Background: an optimization exercise with open tools, aiming at small area. Do not read the settings as production practice. Function was checked by simulation only, so behaviour that the tests miss may differ from the original. No activity file was given, so power comes from the tool's default toggle rates.

$ cat constraint.sdc
create_clock -name core_clock -period 8.0 [get_ports {clk}]
set_input_delay 1.6000 -clock core_clock [delete_from_list [all_inputs] [get_ports {clk}]]
set_output_delay 1.6000 -clock core_clock [all_outputs]
set_load 0.01 [all_outputs]
$ cat config.mk
export PLATFORM = sky130hd
export DESIGN_NAME = cpuTop
export DESIGN_NICKNAME = cpuTop
export VERILOG_FILES = /design/flow/design.v
export SDC_FILE = /design/flow/constraint.sdc
export NUM_CORES = 4
export LEC_CHECK = 0
export CAP_MARGIN = 10
export CORE_MARGIN = 2
export CORE_UTILIZATION = 55
export CTS_BUF_LIST = sky130_fd_sc_hd__clkbuf_4 sky130_fd_sc_hd__clkbuf_8
export SLEW_MARGIN = 10
export SYNTH_HIERARCHICAL = 1
export SYNTH_MINIMUM_KEEP_SIZE = 0
$ cat design.v
package isaPkg;
   typedef logic [31:0] dataWord;
   typedef logic [4:0]  regIndex;
   typedef logic [5:0]  opcodeField;
   typedef logic [5:0]  functField;
   localparam opcodeField opcodeRFormat = 6'h00;
   localparam opcodeField opcodeAddi    = 6'h03;
   localparam opcodeField opcodeSubi    = 6'h02;
   localparam opcodeField opcodeXori    = 6'h01;
   localparam opcodeField opcodeAndi    = 6'h0F;
   localparam opcodeField opcodeOri     = 6'h0C;
   localparam opcodeField opcodeSw      = 6'h1F;
   localparam opcodeField opcodeLw      = 6'h1E;
   localparam opcodeField opcodeBeq     = 6'h30;
   localparam opcodeField opcodeBne     = 6'h31;
   localparam functField functAdd = 6'h03;
   localparam functField functSub = 6'h02;
   localparam functField functXor = 6'h01;
   localparam functField functAnd = 6'h07;
   localparam functField functOr  = 6'h04;
   localparam functField functSlt = 6'h36;
   localparam functField functSle = 6'h37;
   localparam int opcodeMsb = 31;
   localparam int opcodeLsb = 26;
   localparam int rsMsb     = 25;
   localparam int rsLsb     = 21;
   localparam int rtMsb     = 20;
   localparam int rtLsb     = 16;
   localparam int rdMsb     = 15;
   localparam int rdLsb     = 11;
   localparam int immMsb    = 15;
   localparam int immLsb    = 0;
   localparam int functMsb  = 5;
   localparam int functLsb  = 0;
   localparam dataWord instrBytes = 32'd4;
endpackage
package pipePkg;
   typedef struct packed {
      logic sum;
      logic bitXor;
      logic bitAnd;
      logic bitOr;
      logic compare;
   } aluSel;
   typedef struct packed {
      logic [31:0] result;
      logic [31:0] storeData;
      logic [4:0]  destReg;
      logic        regWrite;
      logic        memRead;
      logic        memWrite;
   } resultBundle;
endpackage
`timescale 1ns/10ps
module fetchStage #(
   parameter isaPkg::dataWord resetAddr = '0
) (
   input  logic            clk,
   input  logic            reset,
   input  logic            taken,
   input  logic [29:0]     target,
   output isaPkg::dataWord instrAddr,
   input  isaPkg::dataWord instrIn,
   output isaPkg::dataWord instr,
   output logic [29:0]     nextPc
);
   logic [29:0] pc;
   logic [29:0] seqPc;
   assign instrAddr = {pc, resetAddr[1:0]};
   assign seqPc     = pc + 30'd1;
   always_ff @(posedge clk) begin
      if (reset) begin
         pc <= resetAddr[31:2];
      end else if (taken) begin
         pc <= target;
      end else begin
         pc <= seqPc;
      end
   end
   always_ff @(posedge clk) begin
      nextPc      <= seqPc;
      instr[25:0] <= instrIn[25:0];
      if (reset) begin
         instr[31:26] <= 6'h3F;
      end else begin
         instr[31:26] <= instrIn[31:26];
      end
   end
endmodule
`timescale 1ns/10ps
module decodeStage (
   input  logic                 clk,
   input  logic                 reset,
   input  isaPkg::dataWord      instr,
   input  logic [29:0]          nextPc,
   output isaPkg::regIndex      readA,
   output isaPkg::regIndex      readB,
   input  isaPkg::dataWord      dataA,
   input  isaPkg::dataWord      dataB,
   output logic                 taken,
   output logic [29:0]          target,
   output pipePkg::resultBundle toExecute
);
   isaPkg::opcodeField opcode;
   isaPkg::functField  funct;
   isaPkg::regIndex    rd;
   isaPkg::dataWord    immExt;
   pipePkg::aluSel     sel;
   logic               invert;
   logic               carryIn;
   logic               useImm;
   logic               destIsRt;
   logic               regWrite;
   logic               memRead;
   logic               memWrite;
   logic               isBeq;
   logic               isBne;
   isaPkg::dataWord    b;
   isaPkg::dataWord    bx;
   isaPkg::dataWord    result;
   assign opcode = instr[isaPkg::opcodeMsb:isaPkg::opcodeLsb];
   assign funct  = instr[isaPkg::functMsb:isaPkg::functLsb];
   assign readA  = instr[isaPkg::rsMsb:isaPkg::rsLsb];
   assign readB  = instr[isaPkg::rtMsb:isaPkg::rtLsb];
   assign rd     = instr[isaPkg::rdMsb:isaPkg::rdLsb];
   assign immExt = {{16{instr[isaPkg::immMsb]}}, instr[isaPkg::immMsb:isaPkg::immLsb]};
   always_comb begin
      sel      = '0;
      sel.sum  = 1'b1;
      invert   = 1'b0;
      carryIn  = 1'b0;
      useImm   = 1'b1;
      destIsRt = 1'b1;
      regWrite = 1'b0;
      memRead  = 1'b0;
      memWrite = 1'b0;
      isBeq    = 1'b0;
      isBne    = 1'b0;
      case (opcode)
         isaPkg::opcodeAddi: regWrite = 1'b1;
         isaPkg::opcodeSubi: begin
            invert   = 1'b1;
            carryIn  = 1'b1;
            regWrite = 1'b1;
         end
         isaPkg::opcodeXori: begin
            sel      = '0;
            sel.bitXor = 1'b1;
            regWrite = 1'b1;
         end
         isaPkg::opcodeAndi: begin
            sel      = '0;
            sel.bitAnd = 1'b1;
            regWrite = 1'b1;
         end
         isaPkg::opcodeOri: begin
            sel      = '0;
            sel.bitOr = 1'b1;
            regWrite = 1'b1;
         end
         isaPkg::opcodeLw: begin
            regWrite = 1'b1;
            memRead  = 1'b1;
         end
         isaPkg::opcodeSw:  memWrite = 1'b1;
         isaPkg::opcodeBeq: isBeq = 1'b1;
         isaPkg::opcodeBne: isBne = 1'b1;
         isaPkg::opcodeRFormat: begin
            useImm   = 1'b0;
            destIsRt = 1'b0;
            regWrite = 1'b1;
            case (funct)
               isaPkg::functAdd: ;
               isaPkg::functSub: begin
                  invert  = 1'b1;
                  carryIn = 1'b1;
               end
               isaPkg::functXor: begin
                  sel        = '0;
                  sel.bitXor = 1'b1;
               end
               isaPkg::functAnd: begin
                  sel        = '0;
                  sel.bitAnd = 1'b1;
               end
               isaPkg::functOr: begin
                  sel       = '0;
                  sel.bitOr = 1'b1;
               end
               isaPkg::functSlt: begin
                  sel         = '0;
                  sel.compare = 1'b1;
                  invert      = 1'b1;
                  carryIn     = 1'b1;
               end
               isaPkg::functSle: begin
                  sel         = '0;
                  sel.compare = 1'b1;
                  invert      = 1'b1;
               end
               default: regWrite = 1'b0;
            endcase
         end
         default: ;
      endcase
   end
   assign taken  = (isBeq && dataA == dataB) || (isBne && dataA != dataB);
   assign target = nextPc + immExt[29:0];
   assign b  = useImm ? immExt : dataB;
   assign bx = invert ? ~b : b;
   isaPkg::dataWord gen;
   isaPkg::dataWord prop;
   isaPkg::dataWord carry;
   logic            carryOut;
   assign gen  = dataA & bx;
   assign prop = dataA ^ bx;
   prefixCarry #(.width(32)) i_carry (
      .gen(gen),
      .prop(prop),
      .carryIn(carryIn),
      .carry(carry),
      .carryOut(carryOut)
   );
   assign result = ({32{sel.sum}}     & (prop ^ carry))
                 | ({32{sel.bitXor}}  & prop)
                 | ({32{sel.bitAnd}}  & gen)
                 | ({32{sel.bitOr}}   & (prop | gen))
                 | ({32{sel.compare}} & {31'b0, ~carryOut});
   always_ff @(posedge clk) begin
      toExecute.result    <= result;
      toExecute.storeData <= dataB;
      toExecute.destReg   <= destIsRt ? readB : rd;
      if (reset) begin
         toExecute.regWrite <= 1'b0;
         toExecute.memRead  <= 1'b0;
         toExecute.memWrite <= 1'b0;
      end else begin
         toExecute.regWrite <= regWrite;
         toExecute.memRead  <= memRead;
         toExecute.memWrite <= memWrite;
      end
   end
endmodule
module prefixCarry #(
   parameter int width = 32   
) (
   input  logic [width-1:0] gen,
   input  logic [width-1:0] prop,
   input  logic             carryIn,
   output logic [width-1:0] carry,
   output logic             carryOut
);
   logic [width-1:0] g;
   logic [width-1:0] p;
   always_comb begin
      g    = gen;
      p    = prop;
      g[0] = gen[0] | (prop[0] & carryIn);
      for (int l = 0; (1 << l) < width; l++) begin
         for (int i = (2 << l) - 1; i < width; i += (2 << l)) begin
            g[i] = g[i] | (p[i] & g[i - (1 << l)]);
            p[i] = p[i] & p[i - (1 << l)];
         end
      end
      for (int l = 4; l >= 0; l--) begin
         for (int i = 3 * (1 << l) - 1; i < width; i += (2 << l)) begin
            g[i] = g[i] | (p[i] & g[i - (1 << l)]);
            p[i] = p[i] & p[i - (1 << l)];
         end
      end
   end
   assign carry    = {g[width-2:0], carryIn};
   assign carryOut = g[width-1];
endmodule
`timescale 1ns/10ps
module regFile (
   input  logic            clk,
   input  logic            reset,
   input  isaPkg::regIndex readA,
   input  isaPkg::regIndex readB,
   output isaPkg::dataWord dataA,
   output isaPkg::dataWord dataB,
   input  logic            wrEnable,
   input  isaPkg::regIndex wrIndex,
   input  isaPkg::dataWord wrValue
);
   logic [31:1][31:0] regs;
   isaPkg::dataWord value;
   assign value = wrValue & {32{~reset}};
   for (genvar i = 1; i < 32; i++) begin : g_reg
      logic load;
      assign load = reset | (wrEnable && wrIndex == i);
      always_ff @(posedge clk) begin
         if (load) begin
            regs[i] <= value;
         end
      end
   end
   logic [31:1] hotA;
   logic [31:1] hotB;
   regDecode i_decodeA (.index(readA), .hot(hotA));
   regDecode i_decodeB (.index(readB), .hot(hotB));
   regSelect i_selectA (.hot(hotA), .regs(regs), .data(dataA));
   regSelect i_selectB (.hot(hotB), .regs(regs), .data(dataB));
endmodule
module regDecode (
   input  isaPkg::regIndex index,
   output logic [31:1]     hot
);
   always_comb begin
      for (int i = 1; i < 32; i++) begin
         hot[i] = index == i;
      end
   end
endmodule
module regSelect (
   input  logic [31:1]       hot,
   input  logic [31:1][31:0] regs,
   output isaPkg::dataWord   data
);
   logic [10:0][31:0] groupN;
   for (genvar g = 0; g < 10; g++) begin : g_group
      selectGroup3 i_group (
         .hot(hot[3*g+3:3*g+1]),
         .regs(regs[3*g+3:3*g+1]),
         .dataN(groupN[g])
      );
   end
   selectGroup1 i_last (
      .hot(hot[31]),
      .regs(regs[31]),
      .dataN(groupN[10])
   );
   selectMerge i_merge (
      .groupN(groupN),
      .data(data)
   );
endmodule
module selectGroup3 (
   input  logic [3:1]       hot,
   input  logic [3:1][31:0] regs,
   output isaPkg::dataWord  dataN
);
   assign dataN = ~(({32{hot[1]}} & regs[1]) | ({32{hot[2]}} & regs[2]) | ({32{hot[3]}} & regs[3]));
endmodule
module selectGroup1 (
   input  logic            hot,
   input  isaPkg::dataWord regs,
   output isaPkg::dataWord dataN
);
   assign dataN = ~({32{hot}} & regs);
endmodule
module selectMerge (
   input  logic [10:0][31:0] groupN,
   output isaPkg::dataWord   data
);
   always_comb begin
      data = '0;
      for (int g = 0; g < 11; g++) begin
         data = data | ~groupN[g];
      end
   end
endmodule
`timescale 1ns/10ps
module executeStage (
   input  logic                 clk,
   input  logic                 reset,
   input  pipePkg::resultBundle fromDecode,
   output pipePkg::resultBundle toWriteback,
   output isaPkg::dataWord      dataAddr,
   output isaPkg::dataWord      writeData,
   output logic                 storeEn
);
   always_ff @(posedge clk) begin
      toWriteback.result    <= fromDecode.result;
      toWriteback.storeData <= fromDecode.storeData;
      toWriteback.destReg   <= fromDecode.destReg;
      if (reset) begin
         toWriteback.regWrite <= 1'b0;
         toWriteback.memRead  <= 1'b0;
         toWriteback.memWrite <= 1'b0;
      end else begin
         toWriteback.regWrite <= fromDecode.regWrite;
         toWriteback.memRead  <= fromDecode.memRead;
         toWriteback.memWrite <= fromDecode.memWrite;
      end
   end
   assign dataAddr  = toWriteback.result;
   assign writeData = toWriteback.storeData;
   assign storeEn   = toWriteback.memWrite;
endmodule
`timescale 1ns/10ps
module writebackStage (
   input  pipePkg::resultBundle fromExecute,
   input  isaPkg::dataWord      readData,
   output logic                 wrEnable,
   output isaPkg::regIndex      wrIndex,
   output isaPkg::dataWord      wrValue
);
   assign wrEnable = fromExecute.regWrite;
   assign wrIndex  = fromExecute.destReg;
   assign wrValue  = fromExecute.memRead ? readData : fromExecute.result;
endmodule
`timescale 1ns/10ps
module cpuTop #(
   parameter isaPkg::dataWord resetAddr = '0
) (
   input  logic            clk,
   input  logic            reset,
   output isaPkg::dataWord instrAddr,
   input  isaPkg::dataWord instr,
   output isaPkg::dataWord dataAddr,
   output isaPkg::dataWord writeData,
   output logic            storeEn,
   input  isaPkg::dataWord readData
);
   logic                 taken;
   logic [29:0]          target;
   isaPkg::dataWord      decodeInstr;
   logic [29:0]          decodeNextPc;
   isaPkg::regIndex      readA;
   isaPkg::regIndex      readB;
   isaPkg::dataWord      dataA;
   isaPkg::dataWord      dataB;
   pipePkg::resultBundle idEx;
   pipePkg::resultBundle exMem;
   logic                 wrEnable;
   isaPkg::regIndex      wrIndex;
   isaPkg::dataWord      wrValue;
   fetchStage #(
      .resetAddr(resetAddr)
   ) i_fetchStage (
      .clk(clk),
      .reset(reset),
      .taken(taken),
      .target(target),
      .instrAddr(instrAddr),
      .instrIn(instr),
      .instr(decodeInstr),
      .nextPc(decodeNextPc)
   );
   decodeStage i_decodeStage (
      .clk(clk),
      .reset(reset),
      .instr(decodeInstr),
      .nextPc(decodeNextPc),
      .readA(readA),
      .readB(readB),
      .dataA(dataA),
      .dataB(dataB),
      .taken(taken),
      .target(target),
      .toExecute(idEx)
   );
   regFile i_regFile (
      .clk(clk),
      .reset(reset),
      .readA(readA),
      .readB(readB),
      .dataA(dataA),
      .dataB(dataB),
      .wrEnable(wrEnable),
      .wrIndex(wrIndex),
      .wrValue(wrValue)
   );
   executeStage i_executeStage (
      .clk(clk),
      .reset(reset),
      .fromDecode(idEx),
      .toWriteback(exMem),
      .dataAddr(dataAddr),
      .writeData(writeData),
      .storeEn(storeEn)
   );
   writebackStage i_writebackStage (
      .fromExecute(exMem),
      .readData(readData),
      .wrEnable(wrEnable),
      .wrIndex(wrIndex),
      .wrValue(wrValue)
   );
endmodule
$ cat run.sh
#!/bin/bash
# synth_recipe.tcl (not shown) runs the flow's synth.tcl, then flattens the netlist and writes it again
# the make line also repeats each setting of config.mk as NAME=value (left out here)
make -C /OpenROAD-flow-scripts/flow DESIGN_CONFIG=/design/flow/config.mk WORK_HOME=/design/flow/orfs CLKGATE_MAP_FILE= SYNTH_SCRIPT=/design/flow/synth_recipe.tcl finish
==> results of run 1 <==
-- flip-flops by register name (all words and copies together) (netlist names) --
name and cells:
i_fetchStage.instr 32, i_decodeStage.toExecute 72, i_executeStage.toWriteback 72, i_fetchStage.pc 30
i_fetchStage.nextPc 30, i_regFile.regs 992
-- path summary, 6_finish.rpt --
path	to	slack, ns	cells after the start
worst min-delay path	i_executeStage.toWriteback[6]	0.30	0
worst max-delay path	i_decodeStage.toExecute[40]	1.67	22
worst min register to register	i_executeStage.toWriteback[6]	0.30	0
worst max register to register	i_decodeStage.toExecute[40]	1.67	22
-- area by class of cell --
cell class | instances | share of cell area
diodes | 5 | 0.0002093
repair buffers | 297 | 0.04408
inverters | 123 | 0.007724
clock buffers | 299 | 0.06057
well taps | 1276 | 0.02671
flip-flops and latches | 1228 | 0.5774
multi-input cells | 2005 | 0.2752
clock inverters | 59 | 0.008100
-- metrics by stage --
| step | setup WS [ns] | instance area (µm²) | utilization |
|---|---|---|---|
| after floorplan | 3.303 | 53630 | - |
| after global placement | 1.888 | 55610 | 0.5750 |
| after detailed placement | 1.819 | 55610 | 0.5751 |
| after CTS | 1.787 | 59720 | 0.6175 |
| after global routing | 1.362 | 59770 | 0.6180 |
| final | 1.668 | 59780 | 0.6181 |
-- layer usage --
layer | vias up | track usage
met2 | 3496 | 0.5613
met3 | 562 | 0.1066
met1 | 19436 | 0.5140
met4 | 10 | 0.2281
li1 | 15985 | -
met5 | - | 0
-- power by group --
group	switching [µW]	leakage, µW	internal [µW]
Clock	2530	0.00218	3110
Combinational	1740	0.00728	897
Sequential	671	0.0121	8530
-- worst max-delay path: stages, from the launching register on --
cell,delay (ns)
dfxtp_1,0.48
or3b_4,0.48
nor2_2,0.73
buf_4,0.48
a222oi_1,0.20
nand3_1,0.14
or3_1,0.40
mux2i_1,0.19
xnor2_1,0.23
inv_1,0.07
ha_1,0.38
a21oi_1,0.12
o21a_1,0.20
o21ai_0,0.37
a211oi_1,0.16
a21oi_2,0.28
a221o_1,0.31
a31oi_4,0.13
o21ai_1,0.20
nand4b_1,0.13
nor2_1,0.06
a221oi_1,0.21
o221ai_1,0.16
==> notes.md, run 1 <==
Ports 163; RePlAce Congestion 0.9723; period utilization 0.7915; P_leak 0.02153 µW; sequential cell area 34510 µm²; hold path start i_decodeStage.toExecute[6]; Final Max Slew Viols 0; endpoint type of the worst setup path flop; GRT overflow 0; post-CTS setup buffer count 0; worst-skew pair later-pin latency 0.91 ns; Top Layer Used met5; max capacitance violation total 0; CP startpoint kind flop; Slew @ Worst Pin 1.229 ns; crit-path max FO 19; RSZ-0062 raised after global routing false; DRT antenna net count 0; Die Area 100000 µm²; Syn Area/Cell 14.48 µm²; YS warnings 13; Worst R2R Start i_fetchStage.instr[16]; antenna violations before repair 19; WP data arrival 7.08 ns; vias in the first global route 38205; first-pass GRT wire length 271500 µm; TritonCTS clock tree built; Die X 316.3 µm; # nets final 4011; Post-Route WL 195600 µm; Max H-tree Level 4; Post-Route M1 WL 70180 µm; max frequency 157.9 MHz; clk_skew 0.05139 ns; drt first pass iters 13; Hold Slack 0.3030 ns; post-route DRC violation count 0; Total GRT Usage 0.3837; largest net degree at the start of global routing 38; Max-slew headroom 0.1771; most frequent cells in the layout 992 x edfxtp_1, 671 x a222oi_1, 235 x dfxtp_1, 220 x clkbuf_8, 159 x clkdlybuf4s50_1; via count 39489; post-synth design cell area 53630 µm²; Die Ht 316.3 µm; CP required 8.75 ns; Area growth, synth to finish 11.46%; IO buf count 160; cts bufs inserted 195; PwrDens 292.3 nW/µm²; WS Path Type reg -> reg; DR vias/cell 7.462; Iter 0 DRT Violations 9007; number of fill cells 7346; Worst setup startpoint i_fetchStage.instr[16]; Inst Count DP 4928; std cell rows 114; Hold Vio Cnt, Final 0; met3 wire len 28100 µm; total power 17480 µW; clk sink count 1228; Core Box Area 96710 µm²; CTS root buffer clkbuf_8; share of layout cells above drive strength 1 0.1680; Initial Util 0.5546; clk buf depth 3; area of the multi-input gates 16450 µm²; Hold Buf Count CTS 0; Hold/Removal Path Class reg -> reg; Final Non-Filler Cells 5292; outcome finished clean; post-cts repair resize count 0; metal2 WL 84740 µm; setup_tns 0 ns; minimum clock period 6.332 ns; post-DP HPWL 121500 µm; Reg clk slew, reported paths 0.06 ns; most common cell after layout, fill and taps aside edfxtp_1; wire length per cell 36.96 µm; Synth Instances 3704; setup violators final 0; IR Drop Worst-Case VDD 0.2131 mV
==> run 2, diff against run 1 <==
==> flow/run.sh (new file) <==
#!/bin/bash
# Standard layout, with two changes to how it is made: ports are buffered
# with the smallest buffer, and clock tree synthesis adds no dummy loads.
set -euo pipefail
export BUFFER_PORTS_ARGS="-buffer_cell sky130_fd_sc_hd__buf_1"
export CTS_ARGS="-sink_clustering_enable -repair_clock_nets -dont_use_dummy_load -buf_list sky130_fd_sc_hd__clkbuf_8 -sink_clustering_size 16 -sink_clustering_max_diameter 80"
bash standard.sh > standard.log 2>&1
==> standard.sh (new file) <==
#!/bin/bash
# synth_recipe.tcl (not shown) runs the flow's synth.tcl, then flattens the netlist and writes it again
# the make line also repeats each setting of config.mk as NAME=value (left out here)
make -C /OpenROAD-flow-scripts/flow DESIGN_CONFIG=/design/flow/config.mk WORK_HOME=/design/flow/orfs CLKGATE_MAP_FILE= SYNTH_SCRIPT=/design/flow/synth_recipe.tcl "${@:-finish}"
--- a/config.mk
+++ b/config.mk
@@ -8,6 +8,9 @@
 export CAP_MARGIN = 10
 export CORE_MARGIN = 2
-export CORE_UTILIZATION = 55
-export CTS_BUF_LIST = sky130_fd_sc_hd__clkbuf_4 sky130_fd_sc_hd__clkbuf_8
+export CORE_UTILIZATION = 40
+export CTS_BUF_LIST = sky130_fd_sc_hd__clkbuf_8
+export CTS_CLUSTER_DIAMETER = 80
+export CTS_CLUSTER_SIZE = 16
+export PLACE_DENSITY = 0.5
 export SLEW_MARGIN = 10
 export SYNTH_HIERARCHICAL = 1
removed: run.sh
==> run 2 against run 1 <==
  * Wire length grew 7.9%
  * Critical path depth down 6
  * Global-route usage down 8.4 points
  * First-iteration DRC count is 0.61% higher
  * Cell area decreased by 4.3%
  * Sequential power is essentially flat
  * Maximum frequency decreased by 1.3%
  * Still clean
  * Combinational power down 5%
==> notes.md, run 2 <==
outcome finished clean; Die Area 137000 µm²; Worst setup startpoint i_fetchStage.instr[20]; vias in the first global route 36937; RePlAce Congestion 0.9430; CTS root buffer clkbuf_8; Reg clk slew, reported paths 0.10 ns; max capacitance violation total 0; clk_skew 0.1155 ns; area of the multi-input gates 16660 µm²; share of layout cells above drive strength 1 0.1273; WP data arrival 7.16 ns; Max H-tree Level 3; Die Ht 370.2 µm; crit-path max FO 31; final core utilization 0.4294; TritonCTS clock tree built; Reg2Reg Depth 16; FF-to-FF End i_fetchStage.pc[26]; via count 38965; CP required 8.74 ns; Hold Vio Cnt, Final 0; DR vias/cell 6.988; Hold Slack 0.3235 ns; period utilization 0.8019; endpoint type of the worst setup path flop; std cell rows 134; most frequent CP cell nand4_1; Worst R2R Start i_fetchStage.instr[20]; Initial Util 0.4024; cts bufs inserted 91; register name with the most flops i_regFile.regs; PwrDens 257.9 nW/µm²; largest net degree at the start of global routing 38; Syn Area/Cell 14.48 µm²; worst-skew pair later-pin latency 0.86 ns; post-CTS setup buffer count 0; GRT overflow 0; first-pass GRT wire length 289000 µm; Hold/Removal Path Class reg -> reg; Setup crit end i_fetchStage.pc[26]; Clk pwr share 0.207; Crit path max-delay family simple AND/OR/NAND/NOR gates; Area growth, synth to finish 6.710%; sw frac 0.3049; WS Path Type reg -> reg; internal power 10260 µW; drt first pass iters 17; Hold Buf Count CTS 0; post-synth design cell area 53630 µm²; setup violators final 0; IR Drop Worst-Case VDD 0.1473 mV; minimum clock period 6.415 ns; biggest registers after layout i_regFile.regs x992, i_decodeStage.toExecute x72, i_executeStage.toWriteback x72; clk sink count 1228; # nets final 3958; Post-Route WL 211100 µm; post-DP HPWL 140100 µm; Synth Instances 3704; Max-slew headroom 0.2132; post-route DRC violation count 0; wire length per cell 37.86 µm; net switching power 4499 µW; post-cts repair resize count 0; setup_tns 0 ns; R2R Setup Slk 1.58 ns; Total GRT Usage 0.2996; Slew @ Worst Pin 1.177 ns; Final Max Slew Viols 0; Gate power share 0.170; Largest register FFs 992; antenna violations before repair 21; DRT antenna net count 0; max frequency 155.9 MHz; Die X 370.2 µm; number of fill cells 12065; most common cell after layout, fill and taps aside edfxtp_1; crit-path cells nand2b_1 -> nor2_4 -> buf_4 -> a222oi_1 -> nand4_1 -> or3_1 -> xor2_1 -> nor4_1 -> nand4_1 -> nor2_1 -> xnor2_1 -> nor3_2 -> inv_1 -> nand2_1 -> or4_1 -> o2111a_1; Iter 0 DRT Violations 9062; Levels on crit path 16; sequential cell area 34510 µm²; clk buf depth 3; IO buf count 160; YS warnings 13; most frequent cells in the layout 992 x edfxtp_1, 671 x a222oi_1, 235 x dfxtp_1, 182 x buf_4, 159 x buf_1; Core Box Area 133300 µm²; Ports 163; RSZ-0062 raised after global routing false; worst stage delay on the critical path 0.77 ns; P_leak 0.01989 µW; Crit-path slowest cell inv_1; Buf/Inv on CP 2; Seq pwr share 0.623; CP startpoint kind flop
## run 2: worst min path at each step
stage | startpoint | to | cells after the start | slack, ns
after global placement | i_decodeStage.toExecute[7] | i_executeStage.toWriteback[7] | 0 | 0.31
after floorplan | i_decodeStage.toExecute[10] | i_executeStage.toWriteback[10] | 0 | 0.31
final | i_decodeStage.toExecute[52] | i_executeStage.toWriteback[52] | 0 | 0.32
after CTS | i_decodeStage.toExecute[52] | i_executeStage.toWriteback[52] | 0 | 0.33
after detailed placement | i_decodeStage.toExecute[51] | i_executeStage.toWriteback[51] | 0 | 0.31
after global routing | i_decodeStage.toExecute[48] | i_executeStage.toWriteback[48] | 0 | 0.34
## run 2: through the flow
step | area, µm² | setup WS (ns) | cells | power [µW]
after global placement | 55940 | 1.732 | 5472 | 11790
after detailed placement | 55940 | 1.702 | 5472 | 11790
final | 57230 | 1.585 | 5576 | 14760
after global routing | 57220 | 1.327 | 5573 | 15220
after CTS | 57190 | 1.728 | 5563 | 14760
after floorplan | 53630 | 3.303 | 3705 | 10510
## run 2: worst reg2reg max path, cell delays in order, from the launching register on
cell and delay [ns]:
dfxtp_1 0.37, nand2b_1 0.71, nor2_4 0.29, buf_4 0.32, a222oi_1 0.50, nand4_1 0.38, or3_1 0.58, xor2_1 0.30
nor4_1 0.57, nand4_1 0.23, nor2_1 0.41, xnor2_1 0.19, nor3_2 0.09, inv_1 0.77, nand2_1 0.14, or4_1 0.42
o2111a_1 0.12
## run 2: cell type report
type | count | area share
Sequential cell | 1228 | 0.6031
Multi-Input combinational cell | 2005 | 0.2912
Tap cell | 1768 | 0.03865
Timing Repair Buffer | 348 | 0.03653
Clock buffer | 91 | 0.02189
Inverter | 123 | 0.008068
Antenna cell | 13 | 0.0005684
## run 2: metal layers
metal | part of all wire | vias up | track usage
met1 | 0.37 | 19710 | 0.3936
li1 | - | 15717 | -
met2 | 0.45 | 3037 | 0.4590
met5 | 0.00029 | - | 0
met4 | 0.061 | 10 | 0.1636
met3 | 0.12 | 491 | 0.06911
## run 2: power groups by stage
stage                     Clock, µW  Sequential, µW  Combinational (µW)
after floorplan                   0            9080                1430
after global placement            0            9320                2470
after detailed placement          0            9320                2470
after CTS                      3110            9180                2470
after global routing           3290            9310                2620
final                          3050            9200                2510
==> run 3, diff against run 2 <==
--- a/design.v
+++ b/design.v
@@ -79,10 +79,9 @@
    end
    always_ff @(posedge clk) begin
-      nextPc      <= seqPc;
-      instr[25:0] <= instrIn[25:0];
+      nextPc <= seqPc;
       if (reset) begin
-         instr[31:26] <= 6'h3F;
+         instr <= '0;
       end else begin
-         instr[31:26] <= instrIn[31:26];
+         instr <= instrIn;
       end
    end
--- a/config.mk
+++ b/config.mk
@@ -7,4 +7,6 @@
 export LEC_CHECK = 0
 export CAP_MARGIN = 10
+export CELL_PAD_IN_SITES_DETAIL_PLACEMENT = 1
+export CELL_PAD_IN_SITES_GLOBAL_PLACEMENT = 1
 export CORE_MARGIN = 2
 export CORE_UTILIZATION = 40
==> run 3 against run 2 <==
  * Worst setup slack got worse by 0.38 ns
  * Register-to-register slack got worse by 0.38 ns
  * Still clean
  * Clock skew decreased by 0.031 ns
  * Maximum frequency decreased by 5.6%
  * Core utilization decreased by 0.19 points
  * Largest power group unchanged
  * Wire length increased by 3.8%
  * Critical endpoint is now i_decodeStage.toExecute[40]
  * Sequential share of layout area increased by 0.20 points
  * Sequential power decreased by 1%
==> notes.md, run 3 <==
dpl ws 1.335 ns; largest net degree at the start of global routing 38; biggest registers after layout i_regFile.regs x992, i_decodeStage.toExecute x72, i_executeStage.toWriteback x72; post-cts repair resize count 0; worst-skew pair later-pin latency 0.85 ns; IR Drop Worst-Case VDD 0.1644 mV; Die Ht 370.8 µm; GRT overflow 0; Hold Buf Count CTS 0; Max-slew headroom 0.1867; Inst Count DP 5470; CP required 8.72 ns; DRT antenna net count 0; antenna violations before repair 15; minimum clock period 6.796 ns; register name with the most flops i_regFile.regs; setup violators final 0; most common cell after layout, fill and taps aside edfxtp_1; total power 14650 µW; clk buf depth 3; drt first pass iters 13; Post-Route WL 219100 µm; IO buf count 160; max capacitance violation total 0; number of fill cells 13539; CP startpoint kind flop; vias in the first global route 39364; Reg clk slew, reported paths 0.10 ns; Syn Area/Cell 14.41 µm²; Worst setup startpoint i_fetchStage.instr[20]; wire length per cell 39.33 µm; period utilization 0.8495; most frequent cells in the layout 992 x edfxtp_1, 671 x a222oi_1, 235 x dfxtp_1, 159 x buf_1; endpoint type of the worst setup path flop; Die X 370.8 µm; max frequency 147.1 MHz; sequential cell area 34510 µm²; Slew @ Worst Pin 1.217 ns; Hold/Removal Path Class reg -> reg; # nets final 3960; Design Area, Final 57040 µm²; Final WS setup 1.204 ns; post-CTS setup buffer count 0; Worst R2R Start i_fetchStage.instr[20]; PwrDens 256.8 nW/µm²; Reg2Reg Depth 22; Core Box Area 133500 µm²; Iter 0 DRT Violations 7401; Synth Instances 3733; hold path start i_decodeStage.toExecute[45]; area of the multi-input gates 16670 µm²; Final Non-Filler Cells 5570; TritonCTS clock tree built; YS warnings 13; Worst Hold Depth 0; Total GRT Usage 0.3112; CTS root buffer clkbuf_8; Ports 163; setup_tns 0 ns; P_leak 0.01990 µW; WS Path Type reg -> reg; first-pass GRT wire length 302000 µm; share of layout cells above drive strength 1 0.1193; crit-path max FO 15; post-route DRC violation count 0; Hold Vio Cnt, Final 0; Die Area 137500 µm²; Largest register FFs 992; outcome finished clean; placed cell area 55710 µm²; std cell rows 134; Max H-tree Level 3; post-synth design cell area 53800 µm²; RSZ-0062 raised after global routing false; RePlAce Congestion 0.8699; WP data arrival 7.51 ns; post-DP HPWL 142800 µm; clk_skew 0.08445 ns; DR vias/cell 6.939; Initial Util 0.4032; clk sink count 1228; Area growth, synth to finish 6.018%; cts bufs inserted 95; via count 38653; Final Max Slew Viols 0
==> run 3: worst paths after layout <==
kind                                                       end  slack [ns]
worst min register to register  i_executeStage.toWriteback[45]        0.29
worst max register to register     i_decodeStage.toExecute[40]        1.20
worst max-delay path               i_decodeStage.toExecute[40]        1.20
worst min-delay path            i_executeStage.toWriteback[45]        0.29
==> run 3: layout make-up <==
class                           instances  area share
Antenna cell                            5   0.0002193
Clock buffer                           95     0.02292
Tap cell                             1768     0.03878
Inverter                              123    0.008094
Timing Repair Buffer                  320     0.03275
Multi-Input combinational cell       2031      0.2922
Sequential cell                      1228      0.6051
==> run 3: power breakdown <==
part	total [µW]	leakage, µW	switching [µW]	internal (µW)
Combinational	2450	0.00711	1740	706
Clock	3110	0.000683	2050	1060
Sequential	9090	0.0121	636	8460
==> run 3: worst max-delay path, stage by stage (launching register included) <==
cell	delay (ns)
dfxtp_1	0.40
nand2b_1	0.56
nor2_2	0.14
buf_4	0.25
a222oi_1	0.82
nand4_1	0.34
or3_1	0.58
mux2i_1	0.24
xnor2_1	0.21
inv_1	0.08
ha_1	0.38
a21oi_1	0.12
o21a_1	0.22
o21ai_0	0.47
a211oi_1	0.18
a21oi_2	0.27
a221o_1	0.35
a31oi_4	0.15
o21ai_1	0.29
nand4b_1	0.16
nor2_1	0.05
a221oi_1	0.22
o221ai_1	0.15
==> run 3: per-layer routing <==
metal	track usage	wire, µm	vias to the layer above	share of wire
met5	0.006294	69	-	0.00031
met4	0.1500	11480	4	0.052
met3	0.05223	20990	405	0.096
met2	0.4967	100900	2427	0.46
met1	0.4118	85660	20085	0.39
li1	-	-	15732	-
==> run 3: per-stage QoR <==
stage / utilization / hold WS, ns
detailed placement: 0.4174 / 0.3135
floorplan: - / 0.3096
global placement: 0.4174 / 0.3097
global route: 0.4274 / 0.2941
CTS: 0.4272 / 0.2946
finish: 0.4274 / 0.2898
==> run 4, diff against run 3 <==
--- a/design.v
+++ b/design.v
@@ -282,9 +282,11 @@
    input  logic            wrEnable,
    input  isaPkg::regIndex wrIndex,
-   input  isaPkg::dataWord wrValue
+   input  logic            wrLoad,
+   input  isaPkg::dataWord wrResult,
+   input  isaPkg::dataWord wrLoadData
 );
    logic [31:1][31:0] regs;
    isaPkg::dataWord value;
-   assign value = wrValue & {32{~reset}};
+   assign value = (wrLoad ? wrLoadData : wrResult) & {32{~reset}};
    for (genvar i = 1; i < 32; i++) begin : g_reg
       logic load;
@@ -395,9 +397,13 @@
    output logic                 wrEnable,
    output isaPkg::regIndex      wrIndex,
-   output isaPkg::dataWord      wrValue
-);
-   assign wrEnable = fromExecute.regWrite;
-   assign wrIndex  = fromExecute.destReg;
-   assign wrValue  = fromExecute.memRead ? readData : fromExecute.result;
+   output logic                 wrLoad,
+   output isaPkg::dataWord      wrResult,
+   output isaPkg::dataWord      wrLoadData
+);
+   assign wrEnable   = fromExecute.regWrite;
+   assign wrIndex    = fromExecute.destReg;
+   assign wrLoad     = fromExecute.memRead;
+   assign wrResult   = fromExecute.result;
+   assign wrLoadData = readData;
 endmodule
 `timescale 1ns/10ps
@@ -426,5 +432,7 @@
    logic                 wrEnable;
    isaPkg::regIndex      wrIndex;
-   isaPkg::dataWord      wrValue;
+   logic                 wrLoad;
+   isaPkg::dataWord      wrResult;
+   isaPkg::dataWord      wrLoadData;
    fetchStage #(
       .resetAddr(resetAddr)
@@ -461,5 +469,7 @@
       .wrEnable(wrEnable),
       .wrIndex(wrIndex),
-      .wrValue(wrValue)
+      .wrLoad(wrLoad),
+      .wrResult(wrResult),
+      .wrLoadData(wrLoadData)
    );
    executeStage i_executeStage (
@@ -477,5 +487,7 @@
       .wrEnable(wrEnable),
       .wrIndex(wrIndex),
-      .wrValue(wrValue)
+      .wrLoad(wrLoad),
+      .wrResult(wrResult),
+      .wrLoadData(wrLoadData)
    );
 endmodule
==> flow/run.sh (replaced) <==
#!/bin/bash
# Standard layout, with two changes to how it is made: ports are buffered
# with the smallest buffer, and clock tree synthesis adds no dummy loads.
set -euo pipefail
export BUFFER_PORTS_ARGS="-buffer_cell sky130_fd_sc_hd__buf_1"
export CTS_ARGS="-sink_clustering_enable -repair_clock_nets -dont_use_dummy_load -buf_list sky130_fd_sc_hd__clkbuf_8 -sink_clustering_size 14 -sink_clustering_max_diameter 70"
bash standard.sh > standard.log 2>&1
--- a/config.mk
+++ b/config.mk
@@ -10,9 +10,9 @@
 export CELL_PAD_IN_SITES_GLOBAL_PLACEMENT = 1
 export CORE_MARGIN = 2
-export CORE_UTILIZATION = 40
+export CORE_UTILIZATION = 45
 export CTS_BUF_LIST = sky130_fd_sc_hd__clkbuf_8
-export CTS_CLUSTER_DIAMETER = 80
-export CTS_CLUSTER_SIZE = 16
-export PLACE_DENSITY = 0.5
+export CTS_CLUSTER_DIAMETER = 70
+export CTS_CLUSTER_SIZE = 14
+export PLACE_DENSITY = 0.55
 export SLEW_MARGIN = 10
 export SYNTH_HIERARCHICAL = 1
==> run 4 against run 3 <==
  * Clock skew up 0.0067 ns
  * Critical path depth shrank 3
  * Register-to-register slack improved by 0.19 ns
  * Largest power group unchanged
  * Maximum frequency up 2.9%
  * Still clean on timing, DRC and antenna
  * Largest cell class unchanged
  * Wire length down 1.9%
  * Cell count fell by 3.3%
==> notes.md, run 4 <==
outcome finished clean; post-synth design cell area 53920 µm²; crit-path max FO 32; Crit-path slowest cell nor2_2; worst-skew pair later-pin latency 0.86 ns; Worst setup startpoint i_fetchStage.instr[16]; Slew @ Worst Pin 1.192 ns; share of layout cells above drive strength 1 0.1082; max capacitance violation total 0; Buf/Inv on CP 5; IR Drop Worst-Case VDD 0.1959 mV; Hold Buf Count CTS 0; Hold Vio Cnt, Final 0; Max-slew headroom 0.2042; CTS root buffer clkbuf_8; YS warnings 13; post-cts repair resize count 0; period utilization 0.8254; Worst R2R Start i_fetchStage.instr[16]; Ports 163; Hold/Removal Path Class reg -> reg; WP data arrival 7.31 ns; via count 38962; worst stage delay on the critical path 0.91 ns; post-route DRC violation count 0; post-CTS setup buffer count 0; cts bufs inserted 105; Syn Area/Cell 14.27 µm²; P_leak 0.01959 µW; DR vias/cell 7.231; drt first pass iters 10; clk sink count 1228; first-pass GRT wire length 297200 µm; vias in the first global route 39394; IO buf count 160; std cell rows 127; Largest register FFs 992; Die Area 122600 µm²; Post-Route WL 215000 µm; CP startpoint kind flop; Die Ht 350.2 µm; RSZ-0062 raised after global routing false; wire length per cell 39.90 µm; most frequent CP cell buf_4; crit-path cells or3b_4 -> nor2_2 -> buf_4 -> buf_4 -> a222oi_1 -> nand4_1 -> or3_1 -> xor2_1 -> nor4_1 -> nand4_1 -> nor2_1 -> xnor2_1 -> nor3_2 -> buf_4 -> inv_1 -> buf_4 -> nand2_1 -> or4_1 -> o2111a_1; largest net degree at the start of global routing 40; minimum clock period 6.603 ns; RePlAce Congestion 0.9067; final core utilization 0.4739; clk_skew 0.09114 ns; antenna violations before repair 3; Iter 0 DRT Violations 7777; Area growth, synth to finish 4.880%; total power 14690 µW; Inst Count DP 5277; endpoint type of the worst setup path flop; Crit path max-delay family simple AND/OR/NAND/NOR gates; clk buf depth 3; Synth Instances 3778; TritonCTS clock tree built; # nets final 3934; max frequency 151.4 MHz; setup_tns 0 ns; hold path start i_decodeStage.toExecute[71]; Initial Util 0.4519; Total GRT Usage 0.3436; Max H-tree Level 3; most common cell after layout, fill and taps aside edfxtp_1; WS Path Type reg -> reg; CP required 8.70 ns; most frequent cells in the layout 992 x edfxtp_1, 640 x a222oi_1, 235 x dfxtp_1, 159 x buf_1, 150 x nand4_1; register name with the most flops i_regFile.regs; Final Max Slew Viols 0; GRT overflow 0; setup violators final 0; Die X 350.2 µm; PwrDens 259.7 nW/µm²; post-DP HPWL 138500 µm; Reg clk slew, reported paths 0.10 ns; DRT antenna net count 0; Hold Slack 0.2929 ns; Final Non-Filler Cells 5388; Core Box Area 119300 µm²; biggest registers after layout i_regFile.regs x992, i_decodeStage.toExecute x72, i_executeStage.toWriteback x72
## run 4: path summary, 6_finish.rpt
kind | to | slack (ns) | depth (start not counted)
worst min register to register | i_executeStage.toWriteback[71] | 0.29 | 0
worst max-delay path | i_fetchStage.pc[26] | 1.40 | 19
worst min-delay path | i_executeStage.toWriteback[71] | 0.29 | 0
worst max register to register | i_fetchStage.pc[26] | 1.40 | 19
## run 4: final cells by class
type                            instances  area [µm²]
Fill cell                           11792       62780
Multi-Input combinational cell       2054       16480
Inverter                               85       319.1
Tap cell                             1612        2017
Sequential cell                      1228       34510
Clock buffer                          105        1445
Antenna cell                            5       12.51
Timing Repair Buffer                  299        1768
## run 4: through the flow
step                setup WS [ns]  instance area, µm²
finish                      1.397               56560
CTS                         1.375               56480
global route                1.247               56550
detailed placement          1.453               55040
floorplan                   3.380               53930
global placement            1.519               55030
## run 4: report_power, final
part,internal (µW),switching (µW),total (µW)
clock,1160,2070,3230
sequential,8460,643,9110
combinational,584,1760,2350
## run 4: worst register-to-register path, delay by kind of cell, from the launching register on
kind | cells | cell delay [ns]
buffers and inverters | 5 | 1.57
AND/OR/NAND/NOR | 10 | 3.73
AO/OA/AOI/OAI | 2 | 0.30
flip-flops | 1 | 0.49
XOR/XNOR | 2 | 0.38
## run 4: per-layer routing
| layer | track usage | share of wire |
|---|---|---|
| met3 | 0.06797 | 0.11 |
| met5 | 0 | 0.00012 |
| met1 | 0.4496 | 0.38 |
| met4 | 0.1799 | 0.061 |
| met2 | 0.5422 | 0.45 |
==> run 5, diff against run 4 <==
==> flow/run.sh (replaced) <==
#!/bin/bash
# Standard layout, with these changes to how it is made: ports are buffered
# with the smallest buffer, clock tree synthesis adds no dummy loads, the
# resizer may swap a cell for one of another footprint, and gates off the
# critical paths are downsized after global routing.
set -euo pipefail
export BUFFER_PORTS_ARGS="-buffer_cell sky130_fd_sc_hd__buf_1"
export CTS_ARGS="-sink_clustering_enable -repair_clock_nets -dont_use_dummy_load -buf_list sky130_fd_sc_hd__clkbuf_8 -sink_clustering_size 14 -sink_clustering_max_diameter 70"
bash standard.sh MATCH_CELL_FOOTPRINT=0 RECOVER_POWER=100 finish > standard.log 2>&1
==> run 5 against run 4 <==
  * The layout now fails its checks (capacitance limit, slew limit)
  * Core utilization shrank 0.37 points
  * Sequential cell count is the same
  * Via count shrank 0.18%
  * Worst hold slack lost 0.0099 ns
  * Clock skew is essentially flat
  * Critical path type unchanged
  * Largest cell class unchanged
==> notes.md, run 5 <==
outcome complete, but fails checks; SO Viols capacitance limit, slew limit; YS warnings 13; setup violators final 0; TritonCTS clock tree built; setup_tns 0 ns; worst-skew pair later-pin latency 0.86 ns; # nets final 3934; Initial Util 0.4519; Max-slew headroom -1.425; area of the multi-input gates 16240 µm²; Die Ht 350.2 µm; first-pass GRT wire length 297200 µm; FF-to-FF End i_fetchStage.pc[26]; Slew @ Worst Pin 3.637 ns; Hold Slack 0.2830 ns; std cell rows 127; RePlAce Congestion 0.9067; wire length per cell 39.89 µm; Crit-path slowest cell nor2_1; Max H-tree Level 3; post-DP HPWL 138500 µm; Hold Buf Count CTS 0; final core utilization 0.4702; Post-Route WL 214800 µm; max frequency 138.9 MHz; share of layout cells above drive strength 1 0.08486; Reg2Reg Depth 19; vias in the first global route 39394; via count 38891; Final Non-Filler Cells 5386; IO buf count 160; Ports 163; Inst Count DP 5277; PwrDens 261.4 nW/µm²; Worst R2R Start i_fetchStage.instr[16]; clk_skew 0.09099 ns; period utilization 0.9001; antenna violations before repair 3; max capacitance violation total 71; Final Max Slew Viols 2160; sequential cell area 34510 µm²; DR vias/cell 7.221; Die X 350.2 µm; Buf/Inv on CP 5; Syn Area/Cell 14.27 µm²; WS Path Type reg -> reg; CTS root buffer clkbuf_8; WP data arrival 7.90 ns; Hold Vio Cnt, Final 0; CP startpoint kind flop; IR Drop Worst-Case VDD 0.2044 mV; clk sink count 1228; Die Area 122600 µm²; CP required 8.70 ns; most frequent cells in the layout 992 x edfxtp_1, 640 x a222oi_1, 235 x dfxtp_1, 159 x buf_1, 150 x nand4_1; register name with the most flops i_regFile.regs; Area growth, synth to finish 4.065%; Iter 0 DRT Violations 7617; Reg clk slew, reported paths 0.09 ns; Hold Path Sink i_executeStage.toWriteback[71]; total power 14670 µW; clk buf depth 3; number of fill cells 11846; endpoint type of the worst setup path flop; R2R Setup Slk 0.80 ns; drt first pass iters 12; RSZ-0062 raised after global routing false; worst stage delay on the critical path 1.46 ns; largest net degree at the start of global routing 40; Synth Instances 3778; biggest registers after layout i_regFile.regs x992, i_decodeStage.toExecute x72, i_executeStage.toWriteback x72; most frequent CP cell buf_4; Hold/Removal Path Class reg -> reg; Total GRT Usage 0.3436; Crit path max-delay family simple AND/OR/NAND/NOR gates; DRT antenna net count 0; Largest register FFs 992; post-CTS setup buffer count 0; crit-path cells or3b_4 -> nor2_1 -> buf_4 -> buf_4 -> a222oi_1 -> nand4_1 -> or3_1 -> xor2_1 -> nor4_1 -> nand4_1 -> nor2_1 -> xnor2_1 -> nor3_1 -> buf_4 -> inv_1 -> buf_4 -> nand2_1 -> or4_1 -> o2111a_1; minimum clock period 7.200 ns; post-route DRC violation count 0; hold path start i_decodeStage.toExecute[71]; post-synth design cell area 53920 µm²; GRT overflow 0; cts bufs inserted 105; Worst Hold Depth 0; P_leak 0.01936 µW; post-cts repair resize count 0; Core Box Area 119300 µm²; crit-path max FO 32; most common cell after layout, fill and taps aside edfxtp_1
[run 5: changes by cell type in the layout (fill, tap and decap cells not counted), sizes merged]
cell | previous run | this run
buf | 298 | 247
clkbuf | 106 | 157
clkinv | 0 | 1
diode | 5 | 3
inv | 85 | 84
[run 5: where the power goes]
part / internal (µW) / switching [µW] / total (µW)
logic: 543 / 1740 / 2280
clock network: 1160 / 2060 / 3230
registers: 8520 / 641 / 9160
[run 5: layout make-up]
cell class              count  area share
clock buffers             105     0.02575
diodes                      3   0.0001338
well taps                1612     0.03594
inverters                  85    0.005686
flip-flops and latches   1228      0.6151
repair buffers            299     0.02803
multi-input cells        2054      0.2894
[run 5: worst max path at each step]
stage / startpoint / to / cells past startpoint
global route: i_fetchStage.instr[16] / i_decodeStage.toExecute[40] / 22
floorplan: i_fetchStage.instr[20] / i_decodeStage.toExecute[40] / 23
finish: i_fetchStage.instr[16] / i_fetchStage.pc[26] / 19
detailed placement: i_fetchStage.instr[21] / i_fetchStage.pc[26] / 18
CTS: i_fetchStage.instr[21] / i_fetchStage.pc[26] / 18
global placement: i_fetchStage.instr[21] / i_fetchStage.pc[26] / 18
[run 5: per-stage QoR]
step	area [µm²]	setup WS, ns
2_1_floorplan	53930	3.380
3_3_place_gp	55030	1.519
3_5_place_dp	55040	1.453
4_1_cts	56480	1.375
5_1_grt	56110	0.6863
6_report	56120	0.7996
[run 5: metal layers]
layer / global-route usage / vias to the layer above / wire [µm]
met2: 0.5422 / 2700 / 97550
met3: 0.06797 / 486 / 23890
met5: 0 / - / 26
met1: 0.4496 / 20016 / 80370
met4: 0.1799 / 4 / 13000
li1: - / 15685 / -
==> run 6, diff against run 5 <==
--- a/design.v
+++ b/design.v
@@ -68,5 +68,10 @@
    logic [29:0] seqPc;
    assign instrAddr = {pc, resetAddr[1:0]};
-   assign seqPc     = pc + 30'd1;
+   logic [30:0] seqCarry;
+   assign seqCarry[0] = 1'b1;
+   for (genvar i = 0; i < 30; i++) begin : g_inc
+      assign seqPc[i]      = pc[i] ^ seqCarry[i];
+      assign seqCarry[i+1] = pc[i] & seqCarry[i];
+   end
    always_ff @(posedge clk) begin
       if (reset) begin
@@ -79,9 +84,12 @@
    end
    always_ff @(posedge clk) begin
-      nextPc <= seqPc;
+      nextPc       <= seqPc;
+      instr[15:6]  <= instrIn[15:6];
       if (reset) begin
-         instr <= '0;
+         instr[31:16] <= '0;
+         instr[5:0]   <= '0;
       end else begin
-         instr <= instrIn;
+         instr[31:16] <= instrIn[31:16];
+         instr[5:0]   <= instrIn[5:0];
       end
    end
@@ -205,5 +213,7 @@
    end
    assign taken  = (isBeq && dataA == dataB) || (isBne && dataA != dataB);
-   assign target = nextPc + immExt[29:0];
+   logic [16:0] targetLow;
+   assign targetLow = {1'b0, nextPc[15:0]} + {1'b0, instr[15:0]};
+   assign target    = {nextPc[29:16] + {14{instr[15]}} + {13'b0, targetLow[16]}, targetLow[15:0]};
    assign b  = useImm ? immExt : dataB;
    assign bx = invert ? ~b : b;
@@ -221,8 +231,11 @@
       .carryOut(carryOut)
    );
+   logic takeProp;
+   logic takeGen;
+   assign takeProp = sel.bitXor | sel.bitOr;
+   assign takeGen  = sel.bitAnd | sel.bitOr;
    assign result = ({32{sel.sum}}     & (prop ^ carry))
-                 | ({32{sel.bitXor}}  & prop)
-                 | ({32{sel.bitAnd}}  & gen)
-                 | ({32{sel.bitOr}}   & (prop | gen))
+                 | ({32{takeProp}}    & prop)
+                 | ({32{takeGen}}     & gen)
                  | ({32{sel.compare}} & {31'b0, ~carryOut});
    always_ff @(posedge clk) begin
==> flow/run.sh (replaced) <==
#!/bin/bash
# Standard layout, with two changes to how it is made: ports are buffered
# with the smallest buffer, and clock tree synthesis adds no dummy loads.
set -euo pipefail
export BUFFER_PORTS_ARGS="-buffer_cell sky130_fd_sc_hd__buf_1"
export CTS_ARGS="-sink_clustering_enable -repair_clock_nets -dont_use_dummy_load -buf_list sky130_fd_sc_hd__clkbuf_8 -sink_clustering_size 14 -sink_clustering_max_diameter 70"
bash standard.sh > standard.log 2>&1
==> run 6 against run 5 <==
  * Now clean on timing, DRC and antenna
  * Sequential cell count did not move
  * Sequential share of layout area increased by 1.7 points
  * Worst hold slack improved by 0.028 ns
  * Worst setup slack gained 0.96 ns
  * Largest power group unchanged
  * Critical endpoint is now i_decodeStage.toExecute[40]
  * Wire length is 7.3% lower
  * Total power down 0.19%
  * Critical path type unchanged
  * Synthesized area decreased by 3.0%
  * Combinational power barely moved
  * Clock power hardly changed
  * Critical path depth is 1 higher
  * Cell area is 2.7% lower
==> notes.md, run 6 <==
Clk pwr share 0.219; Max H-tree Level 3; post-CTS setup buffer count 0; vias in the first global route 36649; worst-skew pair later-pin latency 0.82 ns; share of layout cells above drive strength 1 0.1094; setup violators final 0; WS Path Type reg -> reg; clk_skew 0.07037 ns; clk sink count 1228; post-DP HPWL 120800 µm; clk buf depth 3; outcome finished clean; period utilization 0.7801; IR Drop Worst-Case VDD 0.1459 mV; PwrDens 268.2 nW/µm²; endpoint type of the worst setup path flop; Ports 163; Die X 345.0 µm; internal power 10270 µW; crit-path cells or3b_4 -> nor2_4 -> buf_4 -> a222oi_1 -> nand4_1 -> or3_1 -> a21oi_1 -> xnor2_1 -> ha_1 -> a21oi_1 -> o21a_1 -> o21ai_0 -> a211oi_1 -> a21oi_2 -> a221o_1 -> a31oi_4 -> o21ai_1 -> nor4_1 -> a21oi_1 -> o21ai_0; Final WS setup 1.759 ns; Total GRT Usage 0.3273; crit-path max FO 23; WP data arrival 6.95 ns; Die Ht 345.0 µm; register name with the most flops i_regFile.regs; dpl ws 1.933 ns; most frequent cells in the layout 992 x edfxtp_1, 640 x a222oi_1, 235 x dfxtp_1, 159 x buf_1, 134 x nand4_1; Area growth, synth to finish 4.353%; Syn Area/Cell 15.04 µm²; post-route DRC violation count 0; RePlAce Congestion 0.8539; Initial Util 0.4520; R2R Setup Slk 1.76 ns; Hold Slack 0.3108 ns; RSZ-0062 raised after global routing false; max frequency 160.2 MHz; Hold/Removal Path Class reg -> reg; Reg clk slew, reported paths 0.10 ns; setup_tns 0 ns; Core Box Area 115700 µm²; Die Area 119000 µm²; most frequent CP cell a21oi_1; std cell rows 125; biggest registers after layout i_regFile.regs x992, i_decodeStage.toExecute x72, i_executeStage.toWriteback x72; TritonCTS clock tree built; total power 14640 µW; post-synth design cell area 52320 µm²; drt first pass iters 10; CP required 8.71 ns; CTS root buffer clkbuf_8; post-cts repair resize count 0; Hold Buf Count CTS 0; net switching power 4367 µW; IO buf count 160; sw frac 0.2983; DR vias/cell 7.172; YS warnings 13; Iter 0 DRT Violations 6827; Gate power share 0.157; largest net degree at the start of global routing 50; P_leak 0.01899 µW; most common cell after layout, fill and taps aside edfxtp_1; Synth Instances 3478; Hold Vio Cnt, Final 0; Post-Route WL 199200 µm; minimum clock period 6.241 ns; max capacitance violation total 0; via count 35874; DRT antenna net count 0; antenna violations before repair 6; GRT overflow 0; wire length per cell 39.82 µm; CP startpoint kind flop; Max-slew headroom 0.2036; Crit-path slowest cell nor2_4; first-pass GRT wire length 274200 µm; Final Max Slew Viols 0; worst stage delay on the critical path 0.90 ns; Seq pwr share 0.624; Slew @ Worst Pin 1.195 ns; Largest register FFs 992; # nets final 3633; cts bufs inserted 106
## run 6: cell count changes in the layout (fill, tap and decap cells not counted), moves of 16 or more
| cell | delta |
|---|---|
| nand2_1 | -17 |
| buf_4 | +38 |
| xnor2_1 | -22 |
| nor2_1 | -43 |
| nand3_1 | -21 |
| a221oi_1 | -32 |
| a22oi_1 | +17 |
| clkbuf_1 | -52 |
| o21ai_0 | -16 |
| nand4_1 | -16 |
| inv_1 | -64 |
| mux2i_1 | +28 |
## run 6: path summary, 6_finish.rpt
path	cells after the start	start	to
max	20	i_fetchStage.instr[17]	i_decodeStage.toExecute[40]
min	0	i_decodeStage.toExecute[5]	i_executeStage.toWriteback[5]
max reg2reg	20	i_fetchStage.instr[17]	i_decodeStage.toExecute[40]
min reg2reg	0	i_decodeStage.toExecute[5]	i_executeStage.toWriteback[5]
## run 6: final cells by class
type,count,area [µm²]
Inverter,20,75.07
Clock buffer,106,1459
Timing Repair Buffer,279,1520
Sequential cell,1228,34510
Fill cell,11303,61140
Multi-Input combinational cell,1841,15110
Antenna cell,4,10.01
Tap cell,1524,1907
## run 6: stage by stage
step	util	std cells	cell area, µm²
after floorplan	-	3479	52320
after global placement	0.4582	4889	53020
after detailed placement	0.4582	4889	53030
after CTS	0.4708	4995	54490
after global routing	0.4717	5000	54590
final	0.4717	5002	54590
## run 6: metal layers
metal  GRT usage  share of wire  wire, µm
met3     0.06162           0.10     20310
met4      0.2035          0.070     13990
met2      0.5128           0.46     90820
met5           0        0.00013        25
met1      0.4211           0.37     74020
## run 6: power groups by stage
stage               Combinational (µW)  Sequential, µW  Clock, µW
finish                            2300            9130       3200
global route                      2430            9260       3450
CTS                               2270            9130       3270
detailed placement                2260            9270          0
global placement                  2200            9160          0
floorplan                         1430            9070          0
## run 6: worst max-delay path, delay by kind of cell (launching register included)
family | cells | cell delay, ns
AO/OA/AOI/OAI | 12 | 2.46
XOR/XNOR | 1 | 0.16
adder cells (fa/ha/maj) | 1 | 0.39
buffers and inverters | 1 | 0.39
flip-flops | 1 | 0.48
AND/OR/NAND/NOR | 5 | 2.26
==> run 7, diff against run 6 <==
==> flow/run.sh (replaced) <==
#!/bin/bash
# Standard layout, with two changes to how it is made: ports are buffered
# with the smallest buffer, and clock tree synthesis adds no dummy loads.
set -euo pipefail
export BUFFER_PORTS_ARGS="-buffer_cell sky130_fd_sc_hd__buf_1"
export CTS_ARGS="-sink_clustering_enable -repair_clock_nets -dont_use_dummy_load -buf_list sky130_fd_sc_hd__clkbuf_4 -sink_clustering_size 9 -sink_clustering_max_diameter 50"
bash standard.sh > standard.log 2>&1
--- a/config.mk
+++ b/config.mk
@@ -10,9 +10,9 @@
 export CELL_PAD_IN_SITES_GLOBAL_PLACEMENT = 1
 export CORE_MARGIN = 2
-export CORE_UTILIZATION = 45
-export CTS_BUF_LIST = sky130_fd_sc_hd__clkbuf_8
-export CTS_CLUSTER_DIAMETER = 70
-export CTS_CLUSTER_SIZE = 14
-export PLACE_DENSITY = 0.55
+export CORE_UTILIZATION = 50
+export CTS_BUF_LIST = sky130_fd_sc_hd__clkbuf_4
+export CTS_CLUSTER_DIAMETER = 50
+export CTS_CLUSTER_SIZE = 9
+export PLACE_DENSITY = 0.62
 export SLEW_MARGIN = 10
 export SYNTH_HIERARCHICAL = 1
==> run 7 against run 6 <==
  * Wire length shrank 4.5%
  * Worst setup slack gained 0.10 ns
  * First-iteration DRC count grew 1.8%
  * Clock power shrank 7.5%
  * Core utilization grew 5.0 points
  * Via count grew 1.5%
  * Worst hold slack lost 0.030 ns
  * Die area shrank 9.9%
  * Combinational power shrank 3%
  * Cell area shrank 0.96%
  * Highest routed layer unchanged
  * Sequential power is essentially flat
==> notes.md, run 7 <==
minimum clock period 6.141 ns; GRT overflow 0; IO buf count 160; post-DP HPWL 117400 µm; WP data arrival 7.14 ns; RSZ-0062 raised after global routing false; sw frac 0.3021; Initial Util 0.5048; clk sink count 1228; setup violators final 0; max frequency 162.9 MHz; max capacitance violation total 0; Hold/Removal Path Class reg -> reg; most frequent cells in the layout 992 x edfxtp_1, 640 x a222oi_1, 235 x dfxtp_1, 164 x clkbuf_4, 159 x buf_1; post-CTS setup buffer count 0; outcome finished clean; clk buf depth 3; Die Ht 327.5 µm; crit-path cells nand3_1 -> nor2_2 -> buf_4 -> a222oi_1 -> nand3_1 -> or3_1 -> mux2i_1 -> xnor2_1 -> ha_1 -> and4_1 -> and2_1 -> a211o_2 -> nand4_2 -> a21oi_2 -> a221o_1 -> a31oi_4 -> o21ai_1 -> nor4_1 -> a21oi_1 -> o21ai_0; Gate power share 0.156; clk_skew 0.1109 ns; P_leak 0.01895 µW; Hold Path Sink i_executeStage.toWriteback[58]; IR Drop Worst-Case VDD 0.1580 mV; post-cts repair resize count 0; Slew @ Worst Pin 1.348 ns; # nets final 3687; Reg2Reg Depth 20; PwrDens 265.5 nW/µm²; DRT antenna net count 0; most common cell after layout, fill and taps aside edfxtp_1; period utilization 0.7676; post-route DRC violation count 0; Core Box Area 103600 µm²; Area growth, synth to finish 3.348%; final core utilization 0.5217; Die Area 107200 µm²; wire length per cell 38.72 µm; Worst setup startpoint i_fetchStage.instr[16]; Worst R2R Start i_fetchStage.instr[16]; worst stage delay on the critical path 0.62 ns; most frequent CP cell nand3_1; Synth Instances 3478; register name with the most flops i_regFile.regs; Clk pwr share 0.206; post-synth design cell area 52320 µm²; YS warnings 13; Hold Vio Cnt, Final 0; Die X 327.5 µm; Iter 0 DRT Violations 6947; Max H-tree Level 4; share of layout cells above drive strength 1 0.1227; CP startpoint kind flop; TritonCTS clock tree built; FF-to-FF End i_decodeStage.toExecute[40]; Reg clk slew, reported paths 0.11 ns; vias in the first global route 37903; Worst Hold Depth 0; antenna violations before repair 8; Total GRT Usage 0.3483; CP required 9.00 ns; hold path start i_decodeStage.toExecute[58]; Syn Area/Cell 15.04 µm²; Final Max Slew Viols 0; Ports 163; RePlAce Congestion 0.8685; drt first pass iters 12; largest net degree at the start of global routing 40; internal power 10020 µW; CTS root buffer clkbuf_4; biggest registers after layout i_regFile.regs x992, i_decodeStage.toExecute x72, i_executeStage.toWriteback x72; WS Path Type reg -> reg; Seq pwr share 0.638; Max-slew headroom 0.1006; DR vias/cell 7.414; R2R Setup Slk 1.86 ns; net switching power 4337 µW; setup_tns 0 ns; via count 36402; crit-path max FO 25; Hold Buf Count CTS 0; cts bufs inserted 163; first-pass GRT wire length 265800 µm; Final Non-Filler Cells 4910; Largest register FFs 992; Crit-path slowest cell nor2_2; Post-Route WL 190100 µm; worst-skew pair later-pin latency 1.14 ns; std cell rows 118; endpoint type of the worst setup path flop; Inst Count DP 4744; number of fill cells 9997
-- run 7: layout make-up --
type	instances	area [µm²]	area share
Antenna cell	2	5.005	0.00009256
Multi-Input combinational cell	1841	15040	0.2782
Sequential cell	1228	34510	0.6384
Clock buffer	163	1224	0.02263
Timing Repair Buffer	276	1483	0.02742
Inverter	20	75.07	0.001388
Tap cell	1380	1727	0.03193
-- run 7: how the worst max path moves through the flow --
stage	end	depth (start not counted)
after floorplan	i_fetchStage.pc[29]	30
final	i_decodeStage.toExecute[40]	20
after global placement	i_fetchStage.pc[29]	30
after global routing	i_fetchStage.pc[29]	30
after CTS	i_fetchStage.pc[29]	30
after detailed placement	i_fetchStage.pc[29]	30
-- run 7: per-layer routing --
layer,global-route usage,wire length [µm]
met1,0.4406,67120
met2,0.5460,87740
met3,0.07642,22690
met4,0.2199,12540
met5,0,13
-- run 7: critical path, delay by kind of cell, from the launching register on --
| family | cells | cell delay (ns) |
|---|---|---|
| AND/OR/NAND/NOR | 8 | 2.30 |
| buffers and inverters | 1 | 0.59 |
| XOR/XNOR | 1 | 0.16 |
| flip-flops | 1 | 0.52 |
| AO/OA/AOI/OAI | 8 | 1.87 |
| multiplexers | 1 | 0.16 |
| adder cells (fa/ha/maj) | 1 | 0.39 |
-- run 7: per-stage QoR --
stage	hold WS [ns]	total power, µW	worst slack (ns)	area, µm²
2_1_floorplan	0.3096	10510	2.355	52320
3_3_place_gp	0.3149	11290	1.944	52760
3_5_place_dp	0.3132	11480	1.975	52760
4_1_cts	0.2803	14360	1.907	53990
5_1_grt	0.2801	14880	1.641	54070
6_report	0.2807	14360	1.859	54070
-- run 7: power groups by stage --
stage	Clock [µW]	Sequential [µW]	Combinational, µW
detailed placement	0	9280	2190
finish	2960	9150	2240
global route	3250	9270	2360
CTS	3020	9140	2200
global placement	0	9170	2130
floorplan	0	9070	1430

-- static timing again, ports no longer ideal --
The flow's constraints put no driver on any port. The routed layouts listed below were extracted and timed again, unchanged, in two steps.
Step 1 assumes that a clkbuf_16 drives the clock port and a buf_2 every other input.
Step 2 adds t to the input delays and takes it off the output delays; t is the mean of the earliest and latest rising clock arrival at the registers after step 1. Input paths then give back, and output paths get back, about the clock's delay inside the block.
a / b / c = ideal / step 1 / step 2; a / b = the first two.
| run | t (ns) | setup slack, ns | clock arrival spread, ns | worst data-port slew with drivers (ns) | pins driven straight from the clock port |
|---|---|---|---|---|---|
| run 1 | 0.965 | 1.668 / 1.668 / 1.668 | 0.058 / 0.059 | 0.07 | 1 |
| run 2 | 0.877 | 1.585 / 1.585 / 1.585 | 0.120 / 0.120 | 0.06 | 1 |
| run 3 | 0.868 | 1.204 / 1.204 / 1.204 | 0.100 / 0.100 | 0.09 | 1 |
| run 4 | 0.881 | 1.397 / 1.397 / 1.397 | 0.091 / 0.091 | 0.07 | 1 |
| run 5 | 0.883 | 0.800 / 0.800 / 0.566 | 0.091 / 0.091 | 0.07 | 1 |
| run 6 | 0.859 | 1.759 / 1.759 / 1.759 | 0.071 / 0.071 | 0.05 | 1 |
| run 7 | 1.143 | 1.859 / 1.859 / 1.859 | 0.111 / 0.111 | 0.05 | 1 |
For run 5, which loses most, drivers alone change the setup slack by 0.000 ns; drivers and shift together by -0.234 ns.
